This design comes from an exercise in tuning for small area, a short achievable clock period and few clock cycles per item on the open sky130 flow, not from production work. In this exercise RTL edits were held to simulation tests only and were not proved equivalent to the original. Power and IR drop assume default switching activity.

`design/flow/run.sh`:
```
#!/bin/bash
# synth_recipe.tcl (not shown) runs the flow's synth.tcl, then flattens the netlist and writes it again
# the make line also repeats each setting of config.mk as NAME=value (left out here)
make -C /OpenROAD-flow-scripts/flow DESIGN_CONFIG=/design/flow/config.mk WORK_HOME=/design/flow/orfs CLKGATE_MAP_FILE= SYNTH_SCRIPT=/design/flow/synth_recipe.tcl finish
```
`design/flow/config.mk`:
```
export PLATFORM = sky130hd
export DESIGN_NAME = point_ntwrk
export DESIGN_NICKNAME = point_ntwrk
export VERILOG_FILES = /design/flow/design.v
export SDC_FILE = /design/flow/constraint.sdc
export NUM_CORES = 4
export LEC_CHECK = 0
export CAP_MARGIN = 20
export CORE_MARGIN = 2
export CORE_UTILIZATION = 40
export SLEW_MARGIN = 20
```
`design/flow/constraint.sdc`:
```
create_clock -name core_clock -period 8.0 [get_ports {clk}]
set_input_delay 1.6000 -clock core_clock [delete_from_list [all_inputs] [get_ports {clk}]]
set_output_delay 1.6000 -clock core_clock [all_outputs]
set_load 0.01 [all_outputs]
```
`design/flow/design.v`:
```
package net_cmd_pkg;
    localparam int POINT_W  = $clog2(64);
    localparam int NET_ID_W = $clog2(64 + 1);
    typedef logic [POINT_W-1:0]  point_id_t;
    typedef logic [NET_ID_W-1:0] net_id_t;
    typedef enum logic [2:0] {
        IGNORE,
        NEW,
        LOOKUP,
        WR_A,
        WR_B,
        MERGE
    } net_action_t;
endpackage
package net_size_pkg;
    localparam int NET_SIZE_W = $clog2(64) + 2;
    typedef logic [NET_SIZE_W-1:0] net_size_t;
    typedef net_size_t [3-1:0] net_rank_t;
endpackage
`timescale 1ns/1ps
module net_ram #(
    parameter int DEPTH = 64,
    parameter int WIDTH = 8
) (
    input  logic                          clk,
    input  logic                          rst_n,
    input  logic [1:0][$clog2(DEPTH)-1:0] raddr,
    input  logic [1:0]                    ren,
    output logic [1:0][WIDTH-1:0]         rdata,
    input  logic [1:0][$clog2(DEPTH)-1:0] waddr,
    input  logic [1:0]                    wen,
    input  logic [1:0][WIDTH-1:0]         wdata
);
    logic [WIDTH-1:0] mem [DEPTH];
    always_ff @(posedge clk) begin
        for (int p = 0; p < 2; p++) begin
            if (ren[p]) begin
                rdata[p] <= mem[raddr[p]];
            end
        end
    end
    always_ff @(posedge clk) begin
        if (!rst_n) begin
            for (int i = 0; i < DEPTH; i++) begin
                mem[i] <= '0;
            end
        end else begin
            for (int p = 0; p < 2; p++) begin
                if (wen[p]) begin
                    mem[waddr[p]] <= wdata[p];
                end
            end
        end
    end
endmodule
`timescale 1ns/1ps
module point_decode (
    input  logic      clk,
    input  logic      rst_n,
    input  net_cmd_pkg::point_id_t pointa_in,
    input  net_cmd_pkg::point_id_t pointb_in,
    input  logic      points_in_vld,
    output logic      points_in_rdy,
    output logic      points_done,
    output net_cmd_pkg::net_action_t lk_action,
    output net_cmd_pkg::point_id_t lk_point_a,
    output net_cmd_pkg::point_id_t lk_point_b,
    output net_cmd_pkg::net_id_t   lk_net_a,
    output net_cmd_pkg::net_id_t   lk_net_b,
    input  logic      lk_busy,
    input  logic      pw_wen_a,
    input  logic      pw_wen_b,
    input  net_cmd_pkg::point_id_t pw_addr_a,
    input  net_cmd_pkg::point_id_t pw_addr_b,
    input  net_cmd_pkg::net_id_t   pw_data_a,
    input  net_cmd_pkg::net_id_t   pw_data_b,
    input  net_cmd_pkg::net_id_t   new_id,
    input  logic      result_busy
);
    logic            accept;
    logic            acc_r;
    logic            started;
    logic            own_new;
    net_cmd_pkg::point_id_t       pt_a_r;
    net_cmd_pkg::point_id_t       pt_b_r;
    logic [1:0][net_cmd_pkg::NET_ID_W-1:0] pt_rdata;
    logic      [1:0] pt_wen;
    logic [1:0][net_cmd_pkg::POINT_W-1:0] pt_waddr;
    logic [1:0][net_cmd_pkg::NET_ID_W-1:0] pt_wdata;
    assign accept = points_in_vld && points_in_rdy;
    assign points_in_rdy = !acc_r && !lk_busy;
    always_ff @(posedge clk) begin
        if (!rst_n) begin
            acc_r       <= 1'b0;
            started     <= 1'b0;
            points_done <= 1'b0;
        end else begin
            acc_r   <= accept;
            started <= started || accept;
            if (started && !points_in_vld && !acc_r && !lk_busy && !result_busy) begin
                points_done <= 1'b1;
            end
        end
    end
    always_ff @(posedge clk) begin
        if (accept) begin
            pt_a_r <= pointa_in;
            pt_b_r <= pointb_in;
        end
    end
    always_comb begin
        lk_action = net_cmd_pkg::IGNORE;
        if (acc_r) begin
            if (pt_rdata[0] != pt_rdata[1]) begin
                lk_action = net_cmd_pkg::LOOKUP;
            end else if (pt_rdata[0] == '0 && pt_a_r != pt_b_r) begin
                lk_action = net_cmd_pkg::NEW;
            end
        end
    end
    assign lk_point_a = pt_a_r;
    assign lk_point_b = pt_b_r;
    assign lk_net_a   = pt_rdata[0];
    assign lk_net_b   = pt_rdata[1];
    assign own_new  = (lk_action == net_cmd_pkg::NEW);
    assign pt_wen   = own_new ? 2'b11 : {pw_wen_b, pw_wen_a};
    assign pt_waddr = own_new ? {pt_b_r, pt_a_r} : {pw_addr_b, pw_addr_a};
    assign pt_wdata = own_new ? {new_id, new_id} : {pw_data_b, pw_data_a};
    net_ram #(
        .DEPTH (64),
        .WIDTH (net_cmd_pkg::NET_ID_W)
    ) u_point_table (
        .clk   (clk),
        .rst_n (rst_n),
        .raddr ({pointb_in, pointa_in}),
        .ren   ({2{accept}}),
        .rdata (pt_rdata),
        .waddr (pt_waddr),
        .wen   (pt_wen),
        .wdata (pt_wdata)
    );
endmodule
`timescale 1ns/1ps
module net_remap_execute (
    input  logic      clk,
    input  logic      rst_n,
    input  net_cmd_pkg::net_action_t lk_action,
    input  net_cmd_pkg::point_id_t lk_point_a,
    input  net_cmd_pkg::point_id_t lk_point_b,
    input  net_cmd_pkg::net_id_t   lk_net_a,
    input  net_cmd_pkg::net_id_t   lk_net_b,
    output logic      lk_busy,
    output logic      pw_wen_a,
    output logic      pw_wen_b,
    output net_cmd_pkg::point_id_t pw_addr_a,
    output net_cmd_pkg::point_id_t pw_addr_b,
    output net_cmd_pkg::net_id_t   pw_data_a,
    output net_cmd_pkg::net_id_t   pw_data_b,
    output net_cmd_pkg::net_action_t su_action,
    output net_cmd_pkg::net_id_t   su_net_a,
    output net_cmd_pkg::net_id_t   su_net_b,
    output net_cmd_pkg::net_id_t   su_new_id,
    output net_cmd_pkg::net_id_t   new_id
);
    logic          start;
    logic          active;
    logic          chain_done;
    logic    [1:0] rd_pend;
    logic    [1:0] live;
    net_cmd_pkg::net_id_t       cur_a;
    net_cmd_pkg::net_id_t       cur_b;
    net_cmd_pkg::point_id_t     pt_a;
    net_cmd_pkg::point_id_t     pt_b;
    net_cmd_pkg::net_action_t   decision;
    net_cmd_pkg::net_action_t   act;
    logic [1:0][net_cmd_pkg::NET_ID_W-1:0] rm_raddr;
    logic [1:0][net_cmd_pkg::NET_ID_W-1:0] rm_rdata;
    logic    [1:0] rm_ren;
    logic    [1:0] rm_wen;
    assign start = (lk_action == net_cmd_pkg::LOOKUP);
    assign live[0]    = rd_pend[0] && (rm_rdata[0] != '0);
    assign live[1]    = rd_pend[1] && (rm_rdata[1] != '0);
    assign chain_done = active && (live == 2'b00);
    assign lk_busy    = active;
    assign rm_raddr[0] = start ? lk_net_a : rm_rdata[0];
    assign rm_raddr[1] = start ? lk_net_b : rm_rdata[1];
    assign rm_ren[0]   = start ? (lk_net_a != '0) : live[0];
    assign rm_ren[1]   = start ? (lk_net_b != '0) : live[1];
    always_ff @(posedge clk) begin
        if (!rst_n) begin
            active  <= 1'b0;
            rd_pend <= 2'b00;
            new_id  <= net_cmd_pkg::net_id_t'(1);
        end else begin
            rd_pend <= rm_ren;
            if (start) begin
                active <= 1'b1;
            end else if (chain_done) begin
                active <= 1'b0;
            end
            if (act == net_cmd_pkg::NEW || act == net_cmd_pkg::MERGE) begin
                new_id <= new_id + 1'b1;
            end
        end
    end
    always_ff @(posedge clk) begin
        if (start) begin
            cur_a <= lk_net_a;
            cur_b <= lk_net_b;
            pt_a  <= lk_point_a;
            pt_b  <= lk_point_b;
        end else begin
            if (live[0]) begin
                cur_a <= rm_rdata[0];
            end
            if (live[1]) begin
                cur_b <= rm_rdata[1];
            end
        end
    end
    always_comb begin
        decision = net_cmd_pkg::IGNORE;
        if ((cur_a == '0) != (cur_b == '0)) begin
            decision = (cur_a == '0) ? net_cmd_pkg::WR_A : net_cmd_pkg::WR_B;
        end else if (cur_a != cur_b) begin
            decision = net_cmd_pkg::MERGE;
        end
    end
    assign act = chain_done ? decision : ((lk_action == net_cmd_pkg::NEW) ? net_cmd_pkg::NEW : net_cmd_pkg::IGNORE);
    assign pw_wen_a  = (act == net_cmd_pkg::WR_A) || (act == net_cmd_pkg::MERGE);
    assign pw_wen_b  = (act == net_cmd_pkg::WR_B) || (act == net_cmd_pkg::MERGE);
    assign pw_addr_a = pt_a;
    assign pw_addr_b = pt_b;
    assign pw_data_a = (act == net_cmd_pkg::WR_A) ? cur_b : new_id;
    assign pw_data_b = (act == net_cmd_pkg::WR_B) ? cur_a : new_id;
    assign rm_wen = {2{act == net_cmd_pkg::MERGE}};
    assign su_action = act;
    assign su_net_a  = cur_a;
    assign su_net_b  = cur_b;
    assign su_new_id = new_id;
    net_ram #(
        .DEPTH (64 + 1),
        .WIDTH (net_cmd_pkg::NET_ID_W)
    ) u_remap_table (
        .clk   (clk),
        .rst_n (rst_n),
        .raddr (rm_raddr),
        .ren   (rm_ren),
        .rdata (rm_rdata),
        .waddr ({cur_b, cur_a}),
        .wen   (rm_wen),
        .wdata ({new_id, new_id})
    );
endmodule
`timescale 1ns/1ps
module net_size_result (
    input  logic      clk,
    input  logic      rst_n,
    input  net_cmd_pkg::net_action_t su_action,
    input  net_cmd_pkg::net_id_t   su_net_a,
    input  net_cmd_pkg::net_id_t   su_net_b,
    input  net_cmd_pkg::net_id_t   su_new_id,
    input  logic      points_done,
    output logic      busy,
    output logic [3-1:0][net_size_pkg::NET_SIZE_W-1:0] net_sizes,
    output logic      net_sizes_final
);
    net_cmd_pkg::net_action_t             s1_action;
    net_cmd_pkg::net_id_t                 s1_net_a;
    net_cmd_pkg::net_id_t                 s1_net_b;
    net_cmd_pkg::net_id_t                 s1_new_id;
    logic                    s2_clr;
    net_cmd_pkg::net_id_t                 s2_addr;
    net_cmd_pkg::net_id_t                 sweep_addr;
    logic                    sweep_rd;
    logic                    sweep_vld;
    logic [1:0][net_cmd_pkg::NET_ID_W-1:0]       sz_raddr;
    logic [1:0][net_cmd_pkg::NET_ID_W-1:0]       sz_waddr;
    logic      [1:0]         sz_ren;
    logic      [1:0]         sz_wen;
    logic [1:0][net_size_pkg::NET_SIZE_W-1:0]       sz_rdata;
    logic [1:0][net_size_pkg::NET_SIZE_W-1:0]       sz_wdata;
    logic                                  wen_a;
    net_cmd_pkg::net_id_t                  waddr_a;
    net_size_pkg::net_size_t               wdata_a;
    logic [3-1:0][net_size_pkg::NET_SIZE_W-1:0]               rank;
    logic [3-1:0][net_size_pkg::NET_SIZE_W-1:0]               rank_up;
    logic [3-1:0] gt;
    logic [3-1:0] gt_prev;
    assign sz_ren[0]   = (su_action == net_cmd_pkg::WR_B) || (su_action == net_cmd_pkg::MERGE);
    assign sz_raddr[0] = su_net_a;
    assign sz_ren[1]   = sweep_rd || (su_action == net_cmd_pkg::WR_A) || (su_action == net_cmd_pkg::MERGE);
    assign sz_raddr[1] = sweep_rd ? sweep_addr : su_net_b;
    always_ff @(posedge clk) begin
        if (!rst_n) begin
            s1_action <= net_cmd_pkg::IGNORE;
            s2_clr    <= 1'b0;
        end else begin
            s1_action <= su_action;
            s2_clr    <= (s1_action == net_cmd_pkg::MERGE);
        end
    end
    always_ff @(posedge clk) begin
        s1_net_a  <= su_net_a;
        s1_net_b  <= su_net_b;
        s1_new_id <= su_new_id;
        s2_addr   <= s1_net_b;
    end
    always_comb begin
        wen_a   = 1'b1;
        waddr_a = s1_new_id;
        wdata_a = net_size_pkg::net_size_t'(2);
        case (s1_action)
            net_cmd_pkg::NEW:   wdata_a = net_size_pkg::net_size_t'(2);
            net_cmd_pkg::WR_A: begin
                waddr_a = s1_net_b;
                wdata_a = sz_rdata[1] + 1'b1;
            end
            net_cmd_pkg::WR_B: begin
                waddr_a = s1_net_a;
                wdata_a = sz_rdata[0] + 1'b1;
            end
            net_cmd_pkg::MERGE: wdata_a = sz_rdata[0] + sz_rdata[1];
            default: wen_a = 1'b0;
        endcase
    end
    assign sz_wen[0]   = wen_a;
    assign sz_waddr[0] = waddr_a;
    assign sz_wdata[0] = wdata_a;
    assign sz_wen[1]   = (s1_action == net_cmd_pkg::MERGE) || s2_clr;
    assign sz_waddr[1] = s2_clr ? s2_addr : s1_net_a;
    assign sz_wdata[1] = '0;
    assign busy = (s1_action != net_cmd_pkg::IGNORE) || s2_clr;
    assign sweep_rd = points_done && (sweep_addr != net_cmd_pkg::net_id_t'(64 + 1));
    always_ff @(posedge clk) begin
        if (!rst_n) begin
            sweep_addr      <= '0;
            sweep_vld       <= 1'b0;
            net_sizes_final <= 1'b0;
        end else begin
            if (sweep_rd) begin
                sweep_addr <= sweep_addr + 1'b1;
            end
            sweep_vld <= sweep_rd;
            if (sweep_vld && !sweep_rd) begin
                net_sizes_final <= 1'b1;
            end
        end
    end
    always_comb begin
        rank_up = '0;
        gt_prev = '0;
        for (int i = 0; i < 3; i++) begin
            gt[i] = sz_rdata[1] > rank[i];
        end
        for (int i = 1; i < 3; i++) begin
            gt_prev[i] = gt[i-1];
            rank_up[i] = rank[i-1];
        end
    end
    always_ff @(posedge clk) begin
        if (!rst_n) begin
            rank <= '0;
        end else if (sweep_vld && sz_rdata[1] != '0) begin
            for (int i = 0; i < 3; i++) begin
                if (gt[i]) begin
                    rank[i] <= gt_prev[i] ? rank_up[i] : sz_rdata[1];
                end
            end
        end
    end
    assign net_sizes = rank;
    net_ram #(
        .DEPTH (64 + 1),
        .WIDTH (net_size_pkg::NET_SIZE_W)
    ) u_size_table (
        .clk   (clk),
        .rst_n (rst_n),
        .raddr (sz_raddr),
        .ren   (sz_ren),
        .rdata (sz_rdata),
        .waddr (sz_waddr),
        .wen   (sz_wen),
        .wdata (sz_wdata)
    );
endmodule
`timescale 1ns/1ps
module point_ntwrk (
    input  logic                               clk,
    input  logic                               rst_n,
    input  logic [$clog2(64)-1:0] pointa_in,
    input  logic [$clog2(64)-1:0] pointb_in,
    input  logic                               points_in_vld,
    output logic                               points_in_rdy,
    output logic [3-1:0][net_size_pkg::NET_SIZE_W-1:0]            net_sizes,
    output logic                               net_sizes_final
);
    net_cmd_pkg::net_id_t new_id;
    logic                 points_done;
    logic                 result_busy;
    net_cmd_pkg::net_action_t  lk_action;
    net_cmd_pkg::point_id_t    lk_point_a;
    net_cmd_pkg::point_id_t    lk_point_b;
    net_cmd_pkg::net_id_t      lk_net_a;
    net_cmd_pkg::net_id_t      lk_net_b;
    logic                      lk_busy;
    logic                      pw_wen_a;
    logic                      pw_wen_b;
    net_cmd_pkg::point_id_t    pw_addr_a;
    net_cmd_pkg::point_id_t    pw_addr_b;
    net_cmd_pkg::net_id_t      pw_data_a;
    net_cmd_pkg::net_id_t      pw_data_b;
    net_cmd_pkg::net_action_t  su_action;
    net_cmd_pkg::net_id_t      su_net_a;
    net_cmd_pkg::net_id_t      su_net_b;
    net_cmd_pkg::net_id_t      su_new_id;
    point_decode u_decode (
        .clk           (clk),
        .rst_n         (rst_n),
        .pointa_in     (pointa_in),
        .pointb_in     (pointb_in),
        .points_in_vld (points_in_vld),
        .points_in_rdy (points_in_rdy),
        .points_done   (points_done),
        .lk_action     (lk_action),
        .lk_point_a    (lk_point_a),
        .lk_point_b    (lk_point_b),
        .lk_net_a      (lk_net_a),
        .lk_net_b      (lk_net_b),
        .lk_busy       (lk_busy),
        .pw_wen_a      (pw_wen_a),
        .pw_wen_b      (pw_wen_b),
        .pw_addr_a     (pw_addr_a),
        .pw_addr_b     (pw_addr_b),
        .pw_data_a     (pw_data_a),
        .pw_data_b     (pw_data_b),
        .new_id        (new_id),
        .result_busy   (result_busy)
    );
    net_remap_execute u_execute (
        .clk        (clk),
        .rst_n      (rst_n),
        .lk_action  (lk_action),
        .lk_point_a (lk_point_a),
        .lk_point_b (lk_point_b),
        .lk_net_a   (lk_net_a),
        .lk_net_b   (lk_net_b),
        .lk_busy    (lk_busy),
        .pw_wen_a   (pw_wen_a),
        .pw_wen_b   (pw_wen_b),
        .pw_addr_a  (pw_addr_a),
        .pw_addr_b  (pw_addr_b),
        .pw_data_a  (pw_data_a),
        .pw_data_b  (pw_data_b),
        .su_action  (su_action),
        .su_net_a   (su_net_a),
        .su_net_b   (su_net_b),
        .su_new_id  (su_new_id),
        .new_id     (new_id)
    );
    net_size_result u_result (
        .clk             (clk),
        .rst_n           (rst_n),
        .su_action       (su_action),
        .su_net_a        (su_net_a),
        .su_net_b        (su_net_b),
        .su_new_id       (su_new_id),
        .points_done     (points_done),
        .busy            (result_busy),
        .net_sizes       (net_sizes),
        .net_sizes_final (net_sizes_final)
    );
endmodule
```
==> flow_summary.json <==
{
  "max_freq_mhz": 159,
  "finalHoldViolCount": 0,
  "syn_to_final_growth_pct": 10.5,
  "syn_nets": 13300,
  "fillCellCount": 30400,
  "min_period_ps": 6300,
  "leakage_nw": 47.9,
  "coreArea_um2": 325000,
  "gp_congestion": 0.994,
  "cts_sinks": 2528,
  "switching_share": 0.327,
  "fin_util": 0.445,
  "io_pins": 41,
  "drt-vias-per-instance": 6.71,
  "grt_setup_unrepaired": "no",
  "path_max_fanout": 154,
  "cp.required_ps": 8660,
  "cap_violations": 0,
  "critical_path_class": "flop to flop",
  "ys_seq_area_frac": 0.497,
  "cp.arrival_ps": 6960,
  "die_area_um2": 331000,
  "io_buffer_count": 40,
  "ant_nets": 0,
  "fin_area_um2": 144000,
  "ys_types": 88,
  "vias": 116000,
  "nNetsFinal": 12700,
  "r2r-start": "u_decode.u_point_table.rdata[9]$_DFFE_PP_",
  "synth_seq_cells": 2528,
  "r2r_end": "u_execute.u_remap_table.rdata[13]$_DFFE_PP_",
  "hold_class": "flop to flop",
  "placed_area_um2": 135000,
  "status": "timing/DRC/antenna clean",
  "route.detailed.drc": 0,
  "htree_levels": 5,
  "min_to": "u_result.s2_addr[6]$_DFF_P_",
  "drt_wl_total_mm": 533,
  "netlist_instances": 13200,
  "synthesis.area_um2": 131000,
  "grt-ovfl-total": 0,
  "cts_buffers": 290,
  "cp-end-kind": "flop",
  "fin_skew_ps": 76.0,
  "grt_start_max_net_pins": 164,
  "rows": 209,
  "postCtsHoldBufs": 0,
  "grt_pass1_wl_mm": 760,
  "postCtsResizedCells": 0,
  "drt_pass1_iterations": 9,
  "r2r_slack_ps": 1700,
  "cts-root-buf": "clkbuf_16",
  "start_util": 0.402,
  "post_cts_buffers": 0,
  "startpoint_type": "flop",
  "min_from": "u_result.s1_net_b[6]$_DFF_P_",
  "clock_latency_ps": 990,
  "hpwl_mm": 338,
  "ys_async_sr_fraction": 0,
  "drtIter0Drc": 20200,
  "die_x_um": 575,
  "power_frac_clock": 0.384,
  "cts.clk_slew.worst_paths_ps": 60,
  "fin_crit_sh": 0.788,
  "synth_warnings": 6,
  "multi_input_area_um2": 61500,
  "p_per_area_nw_per_um2": 245,
  "seq_area_um2": 64900,
  "hold_path_depth": 0,
  "avgSynthCellArea_um2": 9.87,
  "cts_buffer_depth": 4,
  "setup_tns_ps": 0,
  "layout-drive-gt1-share": 0.115,
  "finalMaxSlewViolations": 0,
  "synth-edff-count": 1426,
  "ir_drop_v": 0.000297,
  "pwr-share-seq": 0.406,
  "tightest_slew_ps": 1300,
  "internal_power_mw": 23.7,
  "grt_pass1_vias": 104000,
  "reg2reg_depth": 12,
  "post_drt_wl_per_cell_um": 30.9,
  "setup_violations": 0,
  "antenna_found_initial": 23,
  "net-switching-power_mw": 11.6,
  "fp.dieH_um": 575,
  "track_usage": 0.309,
  "dp_cells": 16700,
  "cts_tree": "done",
  "synth_ff_type": "edfxtp_1",
  "fin_cells": 17200,
  "combPwrFrac": 0.210,
  "slew_headroom": 0.129
}
==> stage by stage <==
stage               total power [mW]  hold slack [ps]  worst slack (ps)
floorplan                       18.8              332              3660
global placement                21.6              343              1950
detailed placement              21.7              346              1930
CTS                             35.0              357              1910
global route                    35.9              371              1470
finish                          35.3              362              1700
==> Yosys cell counts, types with 58 or more instances <==
cell type | n | area [um^2]
mux4_2 | 552 | 12400
nor2_1 | 2466 | 9260
dfxtp_1 | 1102 | 22100
a221oi_1 | 86 | 753
a211oi_1 | 131 | 983
o22ai_1 | 616 | 3850
mux2i_1 | 475 | 4750
a21oi_1 | 966 | 4830
inv_1 | 58 | 218
edfxtp_1 | 1426 | 42800
buf_1 | 147 | 552
buf_2 | 170 | 851
clkbuf_1 | 797 | 2990
or4_1 | 190 | 1430
nor3_1 | 108 | 541
o21ai_0 | 171 | 856
nand3_1 | 314 | 1570
nor4_1 | 72 | 450
nand4_1 | 80 | 500
a31oi_1 | 515 | 3220
a22oi_1 | 477 | 3580
nand2_1 | 1607 | 6030
a22o_1 | 84 | 736
==> state kept, by name, indices dropped and copies added, names as in the netlist, 7 cells and up <==
signal                         cells
u_execute.u_remap_table.rdata     14
u_execute.cur_a                    7
u_result.s2_addr                   7
u_execute.new_id                   7
u_result.rank                     24
u_execute.cur_b                    7
u_result.s1_new_id                 7
u_result.s1_net_a                  7
u_execute.u_remap_table.mem      896
u_result.s1_net_b                  7
u_result.u_size_table.mem       1024
u_result.sweep_addr                7
u_result.u_size_table.rdata       16
u_decode.u_point_table.rdata      14
u_decode.u_point_table.mem       448
==> final cells by class <==
class,count,area share
multi-input combinational,9460,0.426
tap,4325,0.0375
sequential,2528,0.450
clock inverter,125,0.00886
clock buffer,398,0.0560
timing repair buffer,312,0.0197
inverter,62,0.00173
antenna,18,0.000312
==> cell families (layout without fill, tap and decap cells) <==
kind of cell	after synthesis	count (layout)	synth area share
AOI/OAI and AO/OA	3267	3267	0.159
xor gates and xnor gates	39	39	0.00262
adders and majority gates	38	38	0.00370
buffers and inverters	1236	897	0.0392
DFF	2528	2528	0.497
muxes	1083	1083	0.137
other	0	18	0
and+or+nand+nor	5033	5033	0.163
==> worst max path at each step <==
stage / cells past startpoint / start / end / slack, ps
2_1_floorplan: 6 / pointb_in[0] / u_decode.u_point_table.rdata[10]$_DFFE_PP_ / 3660
3_3_place_gp: 12 / u_decode.u_point_table.rdata[9]$_DFFE_PP_ / u_execute.u_remap_table.rdata[13]$_DFFE_PP_ / 1950
3_5_place_dp: 12 / u_decode.u_point_table.rdata[9]$_DFFE_PP_ / u_execute.u_remap_table.rdata[13]$_DFFE_PP_ / 1930
4_1_cts: 12 / u_decode.u_point_table.rdata[9]$_DFFE_PP_ / u_execute.u_remap_table.rdata[13]$_DFFE_PP_ / 1910
5_1_grt: 12 / u_decode.u_point_table.rdata[9]$_DFFE_PP_ / u_execute.u_remap_table.rdata[13]$_DFFE_PP_ / 1470
6_report: 12 / u_decode.u_point_table.rdata[9]$_DFFE_PP_ / u_execute.u_remap_table.rdata[13]$_DFFE_PP_ / 1700
==> power by group through the flow <==
stage | logic, mW | clock network, mW | registers, mW
after CTS | 7.11 | 13.6 | 14.3
final | 7.41 | 13.6 | 14.3
after global routing | 7.55 | 14.1 | 14.3
after floorplan | 4.39 | 0 | 14.4
after detailed placement | 7.09 | 0 | 14.6
after global placement | 7.07 | 0 | 14.6
==> layout by cell type, fill, tap and decap left out, types with 22 or more instances in the layout <==
master / count
o21ai_1: 30
a41oi_1: 42
a211oi_1: 131
or4_1: 190
nand2b_1: 35
nor4_1: 70
clkbuf_8: 32
inv_1: 58
mux2_2: 49
dfxtp_1: 1095
ha_1: 37
clkbuf_1: 71
and3_1: 22
a31oi_1: 506
a22oi_1: 477
a32oi_1: 32
mux2i_1: 465
clkbuf_16: 295
buf_12: 33
nand4_1: 80
nand2_1: 1597
nor2b_1: 30
nor3_1: 101
a22o_1: 84
nor2_1: 2445
o211ai_1: 27
clkinv_2: 39
o21ai_0: 157
edfxtp_1: 1426
buf_4: 236
clkdlybuf4s50_1: 31
mux4_2: 552
a221oi_1: 86
clkinv_1: 32
a21oi_1: 960
nand3_1: 314
o22ai_1: 616
==> critical path, cell delays in order, from the launching register on <==
cell and delay [ps]:
edfxtp_1 510, xor2_1 250, nor4_4 370, a21bo_2 640, inv_4 450, mux2i_4 410
buf_12 480, buf_12 600, mux2i_1 310, o22ai_1 130, or4_1 530, a41oi_1 770
a2111oi_1 120
==> per-layer routing <==
metal / track usage / share of wire
met5: 0 / 0.00033
met3: 0.0889 / 0.14
met2: 0.449 / 0.42
met4: 0.145 / 0.055
met1: 0.423 / 0.38
Testbench counts, summed over its fixed seeds: cycles 24,301, pairs 4,555.

re-timing with driven ports:
No port has a modelled driver above. Below, the same layout with a new extraction and two added sets of constraints.
Step 1 sets driving cells, clkbuf_16 on the clock port and buf_2 on the other inputs (assumed; they add their load-dependent delay and slew).
Step 2 also shifts input and output timing later by t, the mid clock arrival at the registers, as if the neighbouring blocks saw the same clock.
Three values: no drivers, after step 1, after step 2; two values: the first two.
t, ns: 1.055
setup WS [ns]: 1.696 / 1.696 / 1.696
slew at the worst register clock pin (ns): 0.07 / 0.07
After both steps setup and hold are still met in this run. For this run, drivers alone change the setup slack by 0.000 ns; drivers and shift together by 0.000 ns.
